Context: an optimization exercise on an open-source flow, tuned for small area, a short achievable clock period and few clock cycles per item. The choices shown serve that exercise and are no tape-out recipe.
Function was checked by simulation only, so behaviour that the tests miss may differ from the original.
Power and IR drop assume default switching activity.

--- flow/flow/run.sh ---
#!/bin/bash
# The standard layout, with two changes to how it is made (the SDC and its
# clock period are unchanged):
#  - repair_timing is asked for more setup slack than the flow settings allow;
#  - the port buffers are buf_4 cells instead of the delay buffers that
#    buffer_ports picks by default.
set -euo pipefail
export SETUP_SLACK_MARGIN=6.3
export TNS_END_PERCENT=30
export BUFFER_PORTS_ARGS="-buffer_cell sky130_fd_sc_hd__buf_4"
bash standard.sh finish > standard.log 2>&1
--- flow/standard.sh ---
#!/bin/bash
# synth_recipe.tcl (not shown) runs the flow's synth.tcl, then flattens the netlist and writes it again
# the make line also repeats each setting of config.mk as NAME=value (left out here)
make -C /OpenROAD-flow-scripts/flow DESIGN_CONFIG=/design/flow/config.mk WORK_HOME=/design/flow/orfs CLKGATE_MAP_FILE= SYNTH_SCRIPT=/design/flow/synth_recipe.tcl "${@:-finish}"
--- flow/config.mk ---
export PLATFORM = sky130hd
export DESIGN_NAME = vec_top
export DESIGN_NICKNAME = vec_top
export VERILOG_FILES = /design/flow/design.v
export SDC_FILE = /design/flow/constraint.sdc
export NUM_CORES = 4
export LEC_CHECK = 0
export CAP_MARGIN = 20
export CORE_MARGIN = 2
export CORE_UTILIZATION = 40
export CTS_BUF_LIST = sky130_fd_sc_hd__clkbuf_16
export CTS_CLUSTER_DIAMETER = 70
export CTS_CLUSTER_SIZE = 25
export PLACE_DENSITY = 0.6
export SLEW_MARGIN = 20
--- flow/constraint.sdc ---
create_clock -name core_clock -period 10.0 [get_ports {clk_i}]
set_input_delay 2.0000 -clock core_clock [delete_from_list [all_inputs] [get_ports {clk_i}]]
set_output_delay 2.0000 -clock core_clock [all_outputs]
set_load 0.01 [all_outputs]
--- flow/design.v ---
package vec_pkg;
  localparam int unsigned NrLanes      = 4;
  localparam int unsigned LaneIdxWidth = $clog2(NrLanes);
  localparam int unsigned ElemWidth    = 32;
  localparam int unsigned NrVRegs      = 8;
  localparam int unsigned RegIdxWidth  = $clog2(NrVRegs);
  localparam int unsigned FifoDepth    = 4;
  localparam int unsigned FifoPtrWidth = $clog2(FifoDepth);
  localparam int unsigned FifoCntWidth = $clog2(FifoDepth + 1);
  typedef logic [ElemWidth-1:0]    elem_t;
  typedef logic [RegIdxWidth-1:0]  reg_idx_t;
  typedef logic [LaneIdxWidth-1:0] lane_idx_t;
  typedef enum logic [2:0] {
    OP_VADD   = 3'd0,
    OP_VSUB   = 3'd1,
    OP_VAND   = 3'd2,
    OP_VXOR   = 3'd3,
    OP_VMV_VX = 3'd4,
    OP_VID    = 3'd5,
    OP_VEXT   = 3'd6
  } vec_op_e;
  typedef struct packed {
    vec_op_e  op;
    reg_idx_t vd;
    reg_idx_t vs1;
    reg_idx_t vs2;
    elem_t    scalar;
  } vec_insn_t;
  typedef struct packed {
    elem_t data;
    logic  illegal;
  } vec_resp_t;
  typedef struct packed {
    vec_op_e  op;
    reg_idx_t vd;
    reg_idx_t vs1;
    reg_idx_t vs2;
  } lane_req_t;
  typedef struct packed {
    logic  valid;
    logic  last;
    elem_t data;
  } bc_t;
endpackage
`timescale 1ns/1ps
module vec_top (
  input  logic        clk_i,
  input  logic        reset_i,
  input  logic        req_valid_i,
  input  logic [43:0] req_i,
  output logic        req_ready_o,
  output logic        resp_valid_o,
  output logic [32:0] resp_o,
  input  logic        resp_ready_i
);
  localparam int unsigned NL = vec_pkg::NrLanes;
  localparam int unsigned NR = vec_pkg::NrVRegs;
  localparam int unsigned NQ = 4;    
  logic [2:0]  req_op, req_vd, req_vs1, req_vs2;
  logic [31:0] req_sc;
  assign {req_op, req_vd, req_vs1, req_vs2, req_sc} = req_i;
  logic                  rdy_q;           
  logic                  rd_v_q;
  logic                  rd_arith_q;      
  logic                  rd_sub_q;        
  logic                  rd_inv_q;        
  logic                  rd_invr_q;       
  logic                  rd_and_q;
  logic                  rd_xor_q;
  logic                  rd_mv_q;         
  logic                  rd_vid_q;        
  logic                  rd_ext_q;
  logic                  rd_ill_q;
  logic [NR-1:0]         rd_we_q;         
  logic [NR-1:0]         rd_sa_q;         
  logic [NR-1:0]         rd_sb_q;         
  logic                  rd_fa_q;         
  logic                  rd_fb_q;         
  logic [NL-1:0]         rd_lsel_q;       
  logic [31:0]           rd_sc_q;
  logic                  alu_v_q;
  logic                  alu_arith_q;
  logic                  alu_sub_q;
  logic                  alu_and_q;
  logic                  alu_xor_q;
  logic                  alu_pass_q;      
  logic                  alu_ext_q;
  logic                  alu_ill_q;
  logic [NR-1:0]         alu_we_q;
  logic [NL-1:0]         alu_lsel_q;
  logic [NL-1:0][31:0]   opa_q, opb_q;
  logic [NR-1:0]         zero_q;
  logic [NR-1:0][NL-1:0][31:0] regs_q;
  logic [NQ-1:0]         rq_v_q;          
  logic [NQ-1:0][32:0]   rq_q;
  logic          acc;
  logic [NR-1:0] zero_d;
  logic          req_wr, req_rd_a, req_rd_b;
  assign acc      = req_valid_i & rdy_q & ~reset_i;
  assign req_wr   = ~req_op[2] | ~req_op[1];
  assign req_rd_a = ~req_op[2];
  assign req_rd_b = ~req_op[2] | (req_op == 3'd6);
  always_comb begin
    for (int r = 0; r < NR; r++) begin
      zero_d[r] = zero_q[r] & ~alu_we_q[r];
    end
  end
  always_ff @(posedge clk_i) begin
    rd_v_q     <= acc;
    rd_arith_q <= acc & (req_op[2:1] == 2'b00);
    rd_sub_q   <= acc & (req_op == 3'd1);
    rd_inv_q   <= req_op == 3'd1;
    rd_invr_q  <= (req_op == 3'd1) & ~rd_we_q[req_vs2];
    rd_and_q   <= acc & (req_op == 3'd2);
    rd_xor_q   <= acc & (req_op == 3'd3);
    rd_mv_q    <= acc & (req_op == 3'd4);
    rd_vid_q   <= acc & (req_op == 3'd5);
    rd_ext_q   <= acc & (req_op == 3'd6);
    rd_ill_q   <= acc & (req_op == 3'd7);
    rd_sc_q    <= req_sc;
    rd_fa_q    <= req_rd_a & rd_we_q[req_vs1];
    rd_fb_q    <= req_rd_b & rd_we_q[req_vs2];
    for (int r = 0; r < NR; r++) begin
      rd_we_q[r] <= acc & req_wr & (req_vd == 3'(r));
      rd_sa_q[r] <= req_rd_a & (req_vs1 == 3'(r)) & ~zero_d[r] & ~rd_we_q[r];
      rd_sb_q[r] <= req_rd_b & (req_vs2 == 3'(r)) & ~zero_d[r] & ~rd_we_q[r];
    end
    for (int l = 0; l < NL; l++) begin
      rd_lsel_q[l] <= (req_sc[1:0] == 2'(l));
    end
  end
  logic [NL-1:0][31:0] res;
  logic [NL-1:0][31:0] opa_d, opb_d, opb_rd;
  always_comb begin
    for (int l = 0; l < NL; l++) begin
      opa_d[l]  = {32{rd_fa_q}} & res[l];
      opb_rd[l] = '0;
      for (int r = 0; r < NR; r++) begin
        opa_d[l]  = opa_d[l]  | ({32{rd_sa_q[r]}} & regs_q[r][l]);
        opb_rd[l] = opb_rd[l] | ({32{rd_sb_q[r]}} & regs_q[r][l]);
      end
      opb_d[l] = ({32{rd_fb_q}} & (res[l] ^ {32{rd_inv_q}}))
               | (opb_rd[l] ^ {32{rd_invr_q}})
               | ({32{rd_mv_q}} & rd_sc_q)
               | ({32{rd_vid_q}} & 32'(l));
    end
  end
  always_ff @(posedge clk_i) begin
    opa_q       <= opa_d;
    opb_q       <= opb_d;
    alu_v_q     <= rd_v_q & ~reset_i;
    alu_arith_q <= rd_arith_q;
    alu_sub_q   <= rd_sub_q;
    alu_and_q   <= rd_and_q;
    alu_xor_q   <= rd_xor_q;
    alu_pass_q  <= rd_mv_q | rd_vid_q;
    alu_ext_q   <= rd_ext_q;
    alu_ill_q   <= rd_ill_q;
    alu_we_q    <= rd_we_q & {NR{~reset_i}};
    alu_lsel_q  <= rd_lsel_q;
  end
  logic [31:0] ext_data;
  logic [NL-1:0][32:0] sum;
  always_comb begin
    ext_data = '0;
    for (int l = 0; l < NL; l++) begin
      sum[l] = {opa_q[l], 1'b1} + {opb_q[l], alu_sub_q};
      res[l] = ({32{alu_arith_q}} & sum[l][32:1])
             | ({32{alu_and_q}}   & (opa_q[l] & opb_q[l]))
             | ({32{alu_xor_q}}   & (opa_q[l] ^ opb_q[l]))
             | ({32{alu_pass_q}}  & opb_q[l]);
      ext_data = ext_data | ({32{alu_lsel_q[l]}} & opb_q[l]);
    end
  end
  always_ff @(posedge clk_i) begin
    for (int r = 0; r < NR; r++) begin
      if (alu_we_q[r]) begin
        regs_q[r] <= res;
      end
    end
  end
  always_ff @(posedge clk_i) begin
    if (reset_i) begin
      zero_q <= '1;
    end else begin
      zero_q <= zero_d;
    end
  end
  logic          pop, push;
  logic [32:0]   new_resp;
  logic [NQ-1:0] rq_v_d;
  assign pop      = rq_v_q[0] & resp_ready_i;
  assign push     = alu_v_q;
  assign new_resp = {{32{alu_ext_q}} & ext_data, alu_ill_q};
  always_comb begin
    if (pop) rq_v_d = {1'b0, rq_v_q[NQ-1:1]};
    else     rq_v_d = rq_v_q;
    if (push) begin
      rq_v_d = {rq_v_d[NQ-2:0], 1'b1};
    end
  end
  always_ff @(posedge clk_i) begin
    if (reset_i) begin
      rq_v_q <= '0;
      rdy_q  <= 1'b1;
    end else begin
      rq_v_q <= rq_v_d;
      rdy_q  <= ~rq_v_d[3] & ~(rq_v_d[2] & (acc | rd_v_q)) & ~(rq_v_d[1] & acc & rd_v_q);
    end
  end
  always_ff @(posedge clk_i) begin
    for (int e = 0; e < NQ; e++) begin
      if (pop) begin
        if (e < NQ - 1 && rq_v_q[e+1]) rq_q[e] <= rq_q[(e+1) % NQ];
        else                           rq_q[e] <= new_resp;
      end else begin
        if (!rq_v_q[e])                rq_q[e] <= new_resp;
      end
    end
  end
  assign req_ready_o  = rdy_q;
  assign resp_valid_o = rq_v_q[0];
  assign resp_o       = rq_q[0];
endmodule
==> results of run 1 <==
-- stage by stage --
stage          util [%]  cells
3_5_place_dp       41.8   7980
5_1_grt            43.9   8174
3_3_place_gp       41.7   7979
2_1_floorplan         -   5957
4_1_cts            43.8   8167
6_report           43.9   8175
-- per-layer routing --
| metal | vias up | GRT usage [%] | routed length (um) |
|---|---|---|---|
| li1 | 23401 | - | - |
| met1 | 27596 | 36.7 | 98400 |
| met2 | 4119 | 43.2 | 116000 |
| met3 | 784 | 5.04 | 30400 |
| met4 | 4 | 14.8 | 14200 |
| met5 | - | 0 | 24 |
-- cells by family (layout without fill, tap and decap cells) --
kind of cell	after synthesis	in the layout	synth area share, %
and+or+nand+nor	1185	1185	8.18
buffers and inverters	563	454	3.21
other	0	2	0
muxes	26	26	0.457
xor gates and xnor gates	273	273	3.42
adders and majority gates	132	132	2.40
AOI/OAI and AO/OA	2260	2260	23.9
DFF	1518	1518	58.5
-- power by group through the flow --
stage | combinational [mW] | clock [mW] | sequential [mW]
final | 0.487 | 4.55 | 6.83
after global placement | 0.460 | 0 | 6.97
after global routing | 0.514 | 4.81 | 6.84
after floorplan | 0.306 | 0 | 6.93
after CTS | 0.469 | 4.58 | 6.82
after detailed placement | 0.466 | 0 | 6.97
-- worst max-delay path, cell delays in order (launching register included) --
cell and delay (ns):
dfxtp_1 0.35, ha_1 0.37, a21o_1 0.27, a211oi_1 0.40, a21oi_1 0.22, o21ai_4 0.35
a21oi_1 0.15, o31a_1 0.27, o31ai_2 0.75, xor2_1 0.15, a221o_1 0.33
-- cells in the final DEF (no fill, tap or decap), types with 36 or more instances in the layout --
master / instances
a211oi_1: 53
a21o_1: 116
a21oi_1: 224
a221o_1: 78
a221oi_1: 99
a222oi_1: 96
a22o_1: 162
a22oi_1: 856
buf_4: 213
clkbuf_16: 100
dfxtp_1: 421
edfxtp_1: 1057
ha_1: 128
inv_1: 66
nand2_1: 459
nand2b_1: 36
nand3_1: 52
nand4_1: 274
nor2_1: 189
nor3_1: 44
o211ai_1: 41
o21ai_0: 247
o21ai_1: 55
xnor2_1: 78
xor2_1: 192
-- Yosys cell counts, types with 13 or more instances --
cell type and n:
nand2_1 461, a222oi_1 96, nand4_1 274, nor2b_1 30, ha_1 128, a2111oi_0 15, buf_4 33, dfxtp_1 461
a21o_1 116, a22o_1 162, buf_1 73, a22oi_1 856, xnor2_1 80, nor3_1 44, a221oi_1 99, o21a_1 24
o21bai_1 21, edfxtp_1 1057, o21ai_1 18, mux2i_1 14, xor2_1 192, inv_1 56, and2_1 18, a21oi_1 225
a221o_1 78, nand3_1 52, or2_2 13, nand2b_1 36, clkbuf_1 392, o211ai_1 41, and3_1 22, o21ai_0 294
nor2_1 190, o2111ai_1 26, a211oi_1 54
-- sequential cells by signal, indices dropped and copies added, names as in the netlist, 4 cells and up --
register / flops
zero_q: 8
rd_sc_q: 32
opa_q: 128
alu_we_q: 8
regs_q: 1024
rd_we_q: 8
rd_sa_q: 8
opb_q: 128
alu_lsel_q: 4
rq_q: 132
rq_v_q: 4
rd_lsel_q: 4
rd_sb_q: 8
-- repair_timing --
action / 4_1_cts / 5_1_grt
endpoints found under the setup margin: 196 / 351
endpoints found under the hold margin: 0 / 0
resized for setup: 12 / 29
setup buffers: 4 / 6
pin swaps: 2 / 5
-- worst max-delay path by stage --
stage           startpoint          end  slack (ns)  cells after the start
6_report         opb_q[34]    opb_q[50]        6.27                     10
5_1_grt           opb_q[2]    opa_q[18]        6.17                     10
4_1_cts          alu_sub_q  regs_q[319]        6.11                     10
3_5_place_dp      opb_q[0]    opb_q[16]        5.88                     10
3_3_place_gp      opb_q[0]    opb_q[16]        5.88                     10
2_1_floorplan  alu_we_q[2]   rd_sa_q[2]        6.14                      3
-- cell type report --
type / instances / area [um^2] / area share [%]
Antenna cell: 2 / 5.00 / 0.00655
Clock buffer: 100 / 2500 / 3.28
Tap cell: 2325 / 2910 / 3.81
Clock inverter: 83 / 966 / 1.26
Inverter: 57 / 215 / 0.282
Sequential cell: 1518 / 41100 / 53.8
Multi-Input combinational cell: 3876 / 27100 / 35.5
Timing Repair Buffer: 214 / 1600 / 2.10
==> impl_results.md, run 1 <==
- Startpoint types: flop
- Post-synthesis cell area: 0.0701 mm^2
- Vias in the first global route: 53.0k
- Post-route setup slack: 6.27 ns
- Critical path class: flop to flop
- Reg2reg start: opb_q[34]
- Hold Path Sink: alu_and_q
- Power Density: 155 mW/mm^2
- Combinational cell fraction of total power: 4.1%
- Sequential element share of the synthesized area: 58.5%
- Top FF cell, synth: edfxtp_1
- First-pass GRT wire length: 369,000 um
- Syn_area_per_cell: 11.8 um^2
- Placed instance area: 0.0727 mm^2
- Total length of routed wires: 259,000 um
- Hold WS: 0.330 ns
- Yosys warns: 2
- Largest net degree at the start of global routing: 97
- Setup TNS Final: 0 ns
- Via density: 6.84
- Hold depth: 0
- Clock root cell: clkbuf_16
- Fin. max-slew vios: 0
- Post-Place Setup Slack: 5.88 ns
- Crit path DAT: 4.40 ns
- MaxCap Viol Count: 0
- RSZ-0062 raised after global routing: true
- Total grt overflow: 0
- Final hold vios: 0
- Design Power: 11.9 mW
- HPWL after detailed placement: 152,000 um
- Routed via count: 55.9k
- Run status: complete, no violations
- GR Util All Layers: 27.7%
- ANT nets after route: 0
- Die Area: 0.179 mm^2
- Min-delay worst type: flop to flop
- F_max: 268 MHz
- Worst vdd ir: 0.136 mV
- Clock Skew: 0.0632 ns
- Die W: 423 um
- Crit path capture type: flop
- Final nets: 5,944
- FF-to-FF setup slack: 6.27 ns
- GP Congestion: 1.00
- Count of unique library cells instantiated by Yosys: 95
- Final min period: 3.73 ns
- # hold bufs at CTS: 0
- Clock Sinks: 1,518
- Num rows: 153
- Worst Path Max Fanout: 10
- Clk pwr share: 38.3%
- Async set-reset flop share out of synthesis: 0%
- Switching pwr: 2.95 mW
- Worst slew pin tran: 1.19 ns
- Register-to-Register Path Depth: 10
- Largest cells by area after synthesis: edfxtp_1, dfxtp_1, a22oi_1, nand2_1, nand4_1
- CTS tree: yes
- Drt pass-1 iters: 10
- Sequential Power Share: 57.6%
- Number of buffers created by CTS: 97
- Top-area cell type share of the netlist area: 45.3%
- Antenna violations before repair: 4
- CTS clk-pin slew, worst paths: 0.10 ns
- Post-Syn Nets: 6,137
- Switching share of power: 24.8%
- Final Setup Violations: 0
- Wire per inst: 31.7 um
- Internal power: 8.92 mW
- Hold Path Origin: rd_and_q
- Critical path required time: 10.67 ns
- Area grow syn2layout: 8.98%
- Rel. slew slack: 19.9%
- Worst skew pair latency: 0.79 ns
- Yosys reg bits: 1,518
- Die Span Y: 423 um
- CTS Buffer Depth: 3
- Initial Util: 40.3%
- Core Area: 0.174 mm^2
- Fill cell count: 15.7k
- Final critical-path share of the clock period: 37.3%
- Synthesized instance count: 5,957
- DRT iter0 DRCs: 9,434
- # DRC: 0
- Fin area: 0.0764 mm^2
- # H-tree levels: 3
- I/O pins: 83
- # port buffers: 82
- Post-synth EDFFs: 1,057
- Largest area contributor in the netlist: edfxtp_1
- Reg2reg end: opb_q[50]
- Share of cells above drive strength 1: 8.94%
- Static Leak: 26.7 nW
Testbench counts, summed over its fixed seeds: cycles 4,824, items 4,800.
==> run 2: changes to the inputs <==
--- a/flow/design.v
+++ b/flow/design.v
@@ -61,7 +61,6 @@
   assign {req_op, req_vd, req_vs1, req_vs2, req_sc} = req_i;
   logic                  rdy_q;           
   logic                  rd_v_q;
-  logic                  rd_arith_q;      
   logic                  rd_sub_q;        
   logic                  rd_inv_q;        
   logic                  rd_invr_q;       
@@ -79,11 +78,7 @@
   logic [NL-1:0]         rd_lsel_q;       
   logic [31:0]           rd_sc_q;
   logic                  alu_v_q;
-  logic                  alu_arith_q;
   logic                  alu_sub_q;
-  logic                  alu_and_q;
-  logic                  alu_xor_q;
-  logic                  alu_pass_q;      
   logic                  alu_ext_q;
   logic                  alu_ill_q;
   logic [NR-1:0]         alu_we_q;
@@ -107,8 +102,7 @@
   end
   always_ff @(posedge clk_i) begin
     rd_v_q     <= acc;
-    rd_arith_q <= acc & (req_op[2:1] == 2'b00);
-    rd_sub_q   <= acc & (req_op == 3'd1);
+    rd_sub_q   <= acc & ((req_op == 3'd1) | (req_op == 3'd3));
     rd_inv_q   <= req_op == 3'd1;
     rd_invr_q  <= (req_op == 3'd1) & ~rd_we_q[req_vs2];
     rd_and_q   <= acc & (req_op == 3'd2);
@@ -130,30 +124,33 @@
     end
   end
   logic [NL-1:0][31:0] res;
-  logic [NL-1:0][31:0] opa_d, opb_d, opb_rd;
+  logic [NL-1:0][31:0] opa_d, opb_d, opa_v, opb_v, opb_rd;
+  logic                rd_logic;
+  assign rd_logic = rd_and_q | rd_xor_q;
   always_comb begin
     for (int l = 0; l < NL; l++) begin
-      opa_d[l]  = {32{rd_fa_q}} & res[l];
+      opa_v[l]  = {32{rd_fa_q}} & res[l];
       opb_rd[l] = '0;
       for (int r = 0; r < NR; r++) begin
-        opa_d[l]  = opa_d[l]  | ({32{rd_sa_q[r]}} & regs_q[r][l]);
+        opa_v[l]  = opa_v[l]  | ({32{rd_sa_q[r]}} & regs_q[r][l]);
         opb_rd[l] = opb_rd[l] | ({32{rd_sb_q[r]}} & regs_q[r][l]);
       end
-      opb_d[l] = ({32{rd_fb_q}} & (res[l] ^ {32{rd_inv_q}}))
+      opb_v[l] = ({32{rd_fb_q}} & (res[l] ^ {32{rd_inv_q}}))
                | (opb_rd[l] ^ {32{rd_invr_q}})
                | ({32{rd_mv_q}} & rd_sc_q)
                | ({32{rd_vid_q}} & 32'(l));
+      opa_d[l] = ({32{~rd_logic}} & opa_v[l])
+               | ({32{rd_and_q}}  & (opa_v[l] & opb_v[l]))
+               | ({32{rd_xor_q}}  & (opa_v[l] | opb_v[l]));
+      opb_d[l] = ({32{~rd_logic}} & opb_v[l])
+               | ({32{rd_xor_q}}  & ~(opa_v[l] & opb_v[l]));
     end
   end
   always_ff @(posedge clk_i) begin
     opa_q       <= opa_d;
     opb_q       <= opb_d;
     alu_v_q     <= rd_v_q & ~reset_i;
-    alu_arith_q <= rd_arith_q;
     alu_sub_q   <= rd_sub_q;
-    alu_and_q   <= rd_and_q;
-    alu_xor_q   <= rd_xor_q;
-    alu_pass_q  <= rd_mv_q | rd_vid_q;
     alu_ext_q   <= rd_ext_q;
     alu_ill_q   <= rd_ill_q;
     alu_we_q    <= rd_we_q & {NR{~reset_i}};
@@ -165,10 +162,7 @@
     ext_data = '0;
     for (int l = 0; l < NL; l++) begin
       sum[l] = {opa_q[l], 1'b1} + {opb_q[l], alu_sub_q};
-      res[l] = ({32{alu_arith_q}} & sum[l][32:1])
-             | ({32{alu_and_q}}   & (opa_q[l] & opb_q[l]))
-             | ({32{alu_xor_q}}   & (opa_q[l] ^ opb_q[l]))
-             | ({32{alu_pass_q}}  & opb_q[l]);
+      res[l] = sum[l][32:1];
       ext_data = ext_data | ({32{alu_lsel_q[l]}} & opb_q[l]);
     end
   end
--- a/flow/flow/run.sh
+++ b/flow/flow/run.sh
@@ -5,7 +5,7 @@
 #  - the port buffers are buf_4 cells instead of the delay buffers that
 #    buffer_ports picks by default.
 set -euo pipefail
-export SETUP_SLACK_MARGIN=6.3
+export SETUP_SLACK_MARGIN=6.8
 export TNS_END_PERCENT=30
 export BUFFER_PORTS_ARGS="-buffer_cell sky130_fd_sc_hd__buf_4"
 bash standard.sh finish > standard.log 2>&1
==> impl_results.md, run 2 <==
- Die Span Y: 423 um (about the same)
- Commonest non-fill, non-tap cell in the layout: edfxtp_1 (unchanged)
- Clock Sinks: 1,513 (was 1,518)
- HPWL after detailed placement: 141,000 um (was 152,000 um)
- Post-Place Setup Slack: 5.33 ns (was 5.88 ns)
- MaxCap Viol Count: 0 (unchanged)
- # hold bufs at CTS: 0 (unchanged)
- Synthesized instance count: 6,022 (was 5,957)
- Routed via count: 56.5k (was 55.9k)
- Largest net degree at the start of global routing: 140 (was 97)
- Top FF cell, synth: edfxtp_1 (unchanged)
- Combinational cell fraction of total power: 6.8% (was 4.1%)
- Top Registers: regs_q x1024, rq_q x132 (unchanged)
- Worst-path cell chain: buf_6 (was ha_1 > a21o_1 > a211oi_1 > a21oi_1 > o21ai_4 > a21oi_1 > o31a_1 > o31ai_2 > xor2_1 > a221o_1)
- Vias in the first global route: 53.3k (was 53.0k)
- CTS Buffer Depth: 3 (unchanged)
- Die W: 423 um (about the same)
- Total length of routed wires: 261,000 um (was 259,000 um)
- Met2 Track Usage GR: 42.4% (was 43.2%)
- DRT iter0 DRCs: 9,084 (was 9,434)
- # H-tree levels: 3 (unchanged)
- Bufs and invs on worst path: 1 (was 0)
- Top reg by flops: regs_q (unchanged)
- Sequential Power Share: 54.5% (was 57.6%)
- Largest area contributor in the netlist: edfxtp_1 (unchanged)
- Wire per inst: 31.0 um (was 31.7 um)
- Largest cells by area after synthesis: edfxtp_1, dfxtp_1, a22oi_1, a21oi_1, o21ai_0 (was edfxtp_1, dfxtp_1, a22oi_1, nand2_1, nand4_1)
- Crit path DAT: 1.40 ns (was 4.40 ns)
- Syn_area_per_cell: 11.7 um^2 (was 11.8 um^2)
- Die Area: 0.179 mm^2 (about the same)
- Clk pwr share: 38.7% (was 38.3%)
- Rel. slew slack: 15.9% (was 19.9%)
- Post-synth EDFFs: 1,057 (unchanged)
- RSZ-0062 raised after global routing: true (unchanged)
- Largest stage delay, worst path: 0.43 ns (was 0.75 ns)
- Final critical-path share of the clock period: 34.0% (was 37.3%)
- Worst path slowest cell: edfxtp_1 (was o31ai_2)
- Static Leak: 28.1 nW (was 26.7 nW)
- I/O pins: 83 (unchanged)
- Area grow syn2layout: 16.7% (was 8.98%)
- Worst skew pair latency: 0.82 ns (was 0.79 ns)
- Final nets: 6,178 (was 5,944)
- GP Congestion: 0.934 (was 1.00)
- Run status: complete, no violations (unchanged)
- Max FFs per register: 1,024 (unchanged)
- Family with the most delay on the worst path: flip-flops (was compound AO/OA/AOI/OAI gates)
- CTS clk-pin slew, worst paths: 0.10 ns (about the same)
- Most frequent cells in the layout: edfxtp_1, a22oi_1, a21oi_1 (was edfxtp_1, a22oi_1, nand2_1)
- Final min period: 3.40 ns (was 3.73 ns)
- Internal power: 9.43 mW (was 8.92 mW)
- Met3 track demand over resource: 5.92% (was 5.04%)
- Setup TNS Final: 0 ns (unchanged)
- Post-synthesis cell area: 0.0702 mm^2 (was 0.0701 mm^2)
- Power Density: 155 mW/mm^2 (about the same)
- Top-count cell post-synth: edfxtp_1 (unchanged)
- Antenna violations before repair: 3 (was 4)
- Total grt overflow: 0 (unchanged)
- Yosys warns: 2 (unchanged)
- Async set-reset flop share out of synthesis: 0% (unchanged)
- # port buffers: 82 (unchanged)
- Top-area cell type share of the netlist area: 45.2% (was 45.3%)
- Count of unique library cells instantiated by Yosys: 91 (was 95)
- Worst Path Max Fanout: 1 (was 10)
- ANT nets after route: 0 (unchanged)
- Grt met1 use: 36.8% (was 36.7%)
- Min-delay worst type: flop to flop (unchanged)
- Post-Syn Nets: 6,198 (was 6,137)
- Critical path required time: 8.00 ns (was 10.67 ns)
- Final hold vios: 0 (unchanged)
- CTS tree: yes (unchanged)
- Fin. max-slew vios: 0 (unchanged)
- Startpoint types: flop (unchanged)
- Post-route setup slack: 6.60 ns (was 6.27 ns)
- Final Setup Violations: 0 (unchanged)
- Crit path capture type: output port (was flop)
- First-pass GRT wire length: 367,000 um (was 369,000 um)
- # DRC: 0 (unchanged)
- Core Area: 0.174 mm^2 (about the same)
- Clock Skew: 0.0814 ns (was 0.0632 ns)
- Gr busiest metal: met2 (unchanged)
- Initial Util: 40.3% (about the same)
- Critical path class: flop to output port (was flop to flop)
- Drt pass-1 iters: 8 (was 10)
- Num rows: 153 (unchanged)
- Worst vdd ir: 0.135 mV (was 0.136 mV)
- Share of cells above drive strength 1: 17.5% (was 8.94%)
- Worst slew pin tran: 1.25 ns (was 1.19 ns)
- F_max: 294 MHz (was 268 MHz)
- Yosys reg bits: 1,513 (was 1,518)
- Switching share of power: 25.7% (was 24.8%)
- Synth top cells by count: edfxtp_1, a22oi_1, a21oi_1 (was edfxtp_1, a22oi_1, dfxtp_1, nand2_1, clkbuf_1)
- Number of buffers created by CTS: 105 (was 97)
- Clock root cell: clkbuf_16 (unchanged)
- GR Util All Layers: 27.7% (about the same)
- Via density: 6.70 (was 6.84)
- Number of diodes: 0 (was 2)
- Sequential element share of the synthesized area: 58.2% (was 58.5%)
- Switching pwr: 3.26 mW (was 2.95 mW)
run 2: changes by cell type in the layout (fill, tap and decap cells not counted), sizes merged, moves of 29 or more:
cell    delta
o21a      +42
a21oi    +274
xnor2    +110
a22oi    +123
o21ai    +153
a221o     -75
buf      +139
o211ai    -29
xor2      -35
a22o      -77
a222oi    -92
nand2    -213
run 2: what timing repair did:
action / 4_1_cts / 5_1_grt
pin swaps: 137 / 128
hold endpoints to repair: 0 / 0
gates resized for setup: 364 / 270
cloned: 0 / 1
setup endpoints to repair: 849 / 341
setup buffers: 109 / 89
run 2: area by class of cell:
| cell class | instances | area [um^2] |
|---|---|---|
| well taps | 2325 | 2910 |
| fillers | 15411 | 92300 |
| flip-flops and latches | 1513 | 41000 |
| clock buffers | 108 | 2700 |
| multi-input cells | 3972 | 30600 |
| inverters | 56 | 218 |
| repair buffers | 354 | 3220 |
| clock inverters | 92 | 1230 |
run 2: final timing paths:
path / slack, ns / start / end / depth (start not counted)
setup / recovery: 6.60 / rq_q[29] / resp_o[29] / 1
hold / removal: 0.33 / rd_lsel_q[0] / alu_lsel_q[0] / 0
setup reg to reg: 6.63 / opb_q[46] / opa_q[55] / 15
hold reg to reg: 0.33 / rd_lsel_q[0] / alu_lsel_q[0] / 0
run 2: kinds of logic after synthesis:
logic type / count (synthesis) / synth area share, %
flip-flops: 1513 / 58.2
XOR/XNOR: 361 / 4.81
adder cells (fa/ha/maj): 128 / 2.32
AO/OA/AOI/OAI: 2528 / 24.5
buffers and inverters: 537 / 3.08
AND/OR/NAND/NOR: 927 / 6.59
multiplexers: 28 / 0.483
run 2: per-stage QoR:
step | power, mW | hold WS, ns | cells | cell area, um^2 | util (%)
2_1_floorplan | 7.46 | 0.310 | 6022 | 70200 | -
3_3_place_gp | 7.71 | 0.314 | 8021 | 72700 | 41.8
3_5_place_dp | 7.72 | 0.313 | 8021 | 72700 | 41.8
4_1_cts | 12.6 | 0.334 | 8330 | 79700 | 45.7
5_1_grt | 13.0 | 0.341 | 8420 | 81900 | 47.0
6_report | 12.7 | 0.333 | 8420 | 81900 | 47.0
run 2: metal layers:
layer / vias to the layer above / wire (um)
met5: - / 24
met4: 4 / 14900
met3: 817 / 32600
met2: 4238 / 114000
met1: 27647 / 99500
li1: 23744 / -
run 2: power groups by stage:
stage | clock (mW) | combinational (mW) | sequential, mW
after floorplan | 0 | 0.450 | 7.01
after global placement | 0 | 0.655 | 7.05
after detailed placement | 0 | 0.666 | 7.06
after CTS | 4.96 | 0.756 | 6.91
after global routing | 5.19 | 0.908 | 6.93
final | 4.91 | 0.860 | 6.92
Testbench counts of run 2, summed over its fixed seeds: cycles 4,824, items 4,800.
==> run 3: changes to the inputs <==
--- a/flow/flow/run.sh
+++ b/flow/flow/run.sh
@@ -5,7 +5,7 @@
 #  - the port buffers are buf_4 cells instead of the delay buffers that
 #    buffer_ports picks by default.
 set -euo pipefail
-export SETUP_SLACK_MARGIN=6.8
+export SETUP_SLACK_MARGIN=7.2
 export TNS_END_PERCENT=30
 export BUFFER_PORTS_ARGS="-buffer_cell sky130_fd_sc_hd__buf_4"
 bash standard.sh finish > standard.log 2>&1
==> impl_results.md, run 3 <==
- Async set-reset flop share out of synthesis: 0% (unchanged)
- Top FF cell, synth: edfxtp_1 (unchanged)
- FF-to-FF setup slack: 6.62 ns (was 6.63 ns)
- Yosys reg bits: 1,513 (unchanged)
- Crit path DAT: 1.40 ns (about the same)
- Family with the most delay on the worst path: flip-flops (unchanged)
- Setup crit end: resp_o[29] (unchanged)
- Worst Path Max Fanout: 1 (unchanged)
- Post-Syn Nets: 6,198 (unchanged)
- Crit path capture type: output port (unchanged)
- Reg2reg start: opb_q[35] (was opb_q[46])
- Count of unique library cells instantiated by Yosys: 91 (unchanged)
- Startpoint types: flop (unchanged)
- I/O pins: 83 (unchanged)
- Sequential element share of the synthesized area: 58.2% (unchanged)
- Combinational cell fraction of total power: 7.6% (was 6.8%)
- Post-synthesis cell area: 0.0702 mm^2 (unchanged)
- Sequential Power Share: 54.0% (was 54.5%)
- Hold Path Origin: rd_lsel_q[1] (was rd_lsel_q[0])
- Routed via count: 57.9k (was 56.5k)
- Num rows: 153 (unchanged)
- Top-count cell post-synth: edfxtp_1 (unchanged)
- Register-to-Register Path Depth: 12 (was 15)
- Switching pwr: 3.32 mW (was 3.26 mW)
- RSZ-0062 raised after global routing: true (unchanged)
- Worst setup path start: rq_q[29] (unchanged)
- GR Util All Layers: 28.0% (was 27.7%)
- Critical path required time: 8.00 ns (about the same)
- Share of cells above drive strength 1: 22.4% (was 17.5%)
- Synth top cells by count: edfxtp_1, a22oi_1, a21oi_1 (unchanged)
- CTS tree: yes (unchanged)
- MaxCap Viol Count: 0 (unchanged)
- HPWL after detailed placement: 141,000 um (unchanged)
- # DRC: 0 (unchanged)
- Syn_area_per_cell: 11.7 um^2 (unchanged)
- Die Area: 0.179 mm^2 (unchanged)
- Die Span Y: 423 um (unchanged)
- Largest net degree at the start of global routing: 140 (unchanged)
- Clock Sinks: 1,513 (unchanged)
- Die W: 423 um (unchanged)
- Final Setup Violations: 0 (unchanged)
- Post-synth EDFFs: 1,057 (unchanged)
- Yosys warns: 2 (unchanged)
- Via density: 6.77 (was 6.70)
- Design Power: 12.8 mW (was 12.7 mW)
- Min-delay worst type: flop to flop (unchanged)
- # hold bufs at CTS: 0 (unchanged)
- Commonest non-fill, non-tap cell in the layout: edfxtp_1 (unchanged)
- Final min period: 3.40 ns (about the same)
- Wire per inst: 31.8 um (was 31.0 um)
- Worst vdd ir: 0.139 mV (was 0.135 mV)
- Final critical-path share of the clock period: 34.0% (about the same)
- Run status: complete, no violations (unchanged)
- Top Registers: regs_q x1024, rq_q x132 (unchanged)
- Area grow syn2layout: 21.3% (was 16.7%)
- Worst skew pair latency: 0.82 ns (about the same)
- Switching share of power: 25.9% (was 25.7%)
- Worst-path cell chain: buf_6 (unchanged)
- Vias in the first global route: 54.4k (was 53.3k)
- CTS clk-pin slew, worst paths: 0.09 ns (was 0.10 ns)
- F_max: 294 MHz (about the same)
- Most frequent cells in the layout: edfxtp_1, a22oi_1, a21oi_1 (unchanged)
- Clock root cell: clkbuf_16 (unchanged)
- Sequential Area: 0.0411 mm^2 (was 0.0410 mm^2)
- CTS Buffer Depth: 3 (unchanged)
- # H-tree levels: 3 (unchanged)
- ANT nets after route: 0 (unchanged)
- Core Area: 0.174 mm^2 (unchanged)
- Largest stage delay, worst path: 0.43 ns (about the same)
- Max FFs per register: 1,024 (unchanged)
- Synthesized instance count: 6,022 (unchanged)
- Number of diodes: 0 (unchanged)
- Antenna violations before repair: 2 (was 3)
- Drt pass-1 iters: 7 (was 8)
- Largest cells by area after synthesis: edfxtp_1, dfxtp_1, a22oi_1, a21oi_1, o21ai_0 (unchanged)
- Critical path class: flop to output port (unchanged)
- Final nets: 6,313 (was 6,178)
- Clock Skew: 0.0831 ns (was 0.0814 ns)
- Number of buffers created by CTS: 105 (unchanged)
- Total grt overflow: 0 (unchanged)
- Largest area contributor in the netlist: edfxtp_1 (unchanged)
- DRT iter0 DRCs: 9,393 (was 9,084)
- Fin. max-slew vios: 0 (unchanged)
- Setup TNS Final: 0 ns (unchanged)
- Internal power: 9.50 mW (was 9.43 mW)
- Worst path slowest cell: edfxtp_1 (unchanged)
- Top-area cell type share of the netlist area: 45.2% (unchanged)
- Reg2reg end: opa_q[49] (was opa_q[55])
- GP Congestion: 0.934 (unchanged)
- Critical path depth: 1 (unchanged)
- Top reg by flops: regs_q (unchanged)
- Initial Util: 40.3% (unchanged)
- Area of the multi-input gates: 0.0321 mm^2 (was 0.0306 mm^2)
- Bufs and invs on worst path: 1 (unchanged)
- Final hold vios: 0 (unchanged)
- Static Leak: 29.4 nW (was 28.1 nW)
- Power Density: 151 mW/mm^2 (was 155 mW/mm^2)
- First-pass GRT wire length: 372,000 um (was 367,000 um)
- Fill cell count: 15.0k (was 15.4k)
- Worst slew pin tran: 1.15 ns (was 1.25 ns)
- # port buffers: 82 (unchanged)
- Clk pwr share: 38.4% (was 38.7%)
- Rel. slew slack: 22.6% (was 15.9%)
- Total length of routed wires: 272,000 um (was 261,000 um)
[run 3: power by group through the flow]
stage | logic, mW | clock network [mW] | registers (mW)
2_1_floorplan | 0.450 | 0 | 7.01
3_3_place_gp | 0.655 | 0 | 7.05
3_5_place_dp | 0.666 | 0 | 7.06
4_1_cts | 0.831 | 4.96 | 6.92
5_1_grt | 1.02 | 5.18 | 6.93
6_report | 0.972 | 4.93 | 6.93
[run 3: final cells by class]
| type | instances | area share, % |
|---|---|---|
| multi-input combinational | 3972 | 37.7 |
| clock buffer | 108 | 3.17 |
| inverter | 56 | 0.266 |
| clock inverter | 92 | 1.45 |
| timing repair buffer | 489 | 5.70 |
| tap | 2325 | 3.42 |
| sequential | 1513 | 48.2 |
[run 3: metal layers]
layer,routed length [um],track usage [%],up-vias
met3,34600,6.20,940
met4,16900,15.2,2
li1,-,-,24014
met5,7,0,-
met1,102000,37.0,28395
met2,118000,43.0,4545
[run 3: metrics by stage]
| stage | hold slack (ns) | setup WS [ns] | util (%) | cells | instance area, um^2 |
|---|---|---|---|---|---|
| after floorplan | 0.310 | 6.57 | - | 6022 | 70200 |
| after global placement | 0.314 | 5.41 | 41.8 | 8021 | 72700 |
| after detailed placement | 0.313 | 5.33 | 41.8 | 8021 | 72700 |
| after CTS | 0.334 | 6.55 | 47.1 | 8414 | 82000 |
| after global routing | 0.341 | 6.55 | 48.9 | 8555 | 85100 |
| final | 0.333 | 6.60 | 48.9 | 8555 | 85100 |
[run 3: cells by family after synthesis]
kind of cell	share of synthesized area [%]
AOI/OAI and AO/OA	24.5
xor gates and xnor gates	4.81
adders and majority gates	2.32
buffers and inverters	3.08
DFF	58.2
muxes	0.483
and+or+nand+nor	6.59
[run 3: what timing repair did]
| action | in CTS | in global routing |
|---|---|---|
| setup buffers | 193 | 134 |
| cloned | 0 | 7 |
| endpoints found under the hold margin | 0 | 0 |
| setup endpoints to repair | 1167 | 842 |
| gates resized for setup | 721 | 378 |
| pin swaps | 275 | 232 |
[run 3: how the worst min path moves through the flow]
stage	endpoint	slack (ns)	depth (start not counted)
final	alu_lsel_q[1]	0.33	0
after CTS	alu_ill_q	0.33	0
after floorplan	alu_ext_q	0.31	0
after global placement	alu_lsel_q[2]	0.31	0
after detailed placement	alu_ill_q	0.31	0
after global routing	alu_lsel_q[0]	0.34	0

-- re-timing with driven ports --
The results above use ideal ports. As a check the final layouts listed here were re-extracted and re-timed, cells and wires unchanged. Step 1, drivers: a clkbuf_16 drives clk_i and a buf_2 each remaining input, both assumed. Step 2 also shifts input and output timing later by t, the mid clock arrival at the registers, as if the neighbouring blocks saw the same clock. Three values: ideal, step 1, step 2; two values: the first two.
| run | shift t [ns] | slack for setup (ns) | worst slew at a driven data input, ns |
|---|---|---|---|
| run 1 | 0.845 | 6.269 / 6.269 / 6.269 | 0.10 |
| run 2 | 0.861 | 6.604 / 6.518 / 6.180 | 0.07 |
| run 3 | 0.875 | 6.601 / 6.506 / 6.183 | 0.07 |
After both steps setup and hold are still met in every run listed. The setup slack of run 2, which loses most, moves by -0.086 ns with the drivers and by -0.424 ns with both steps.
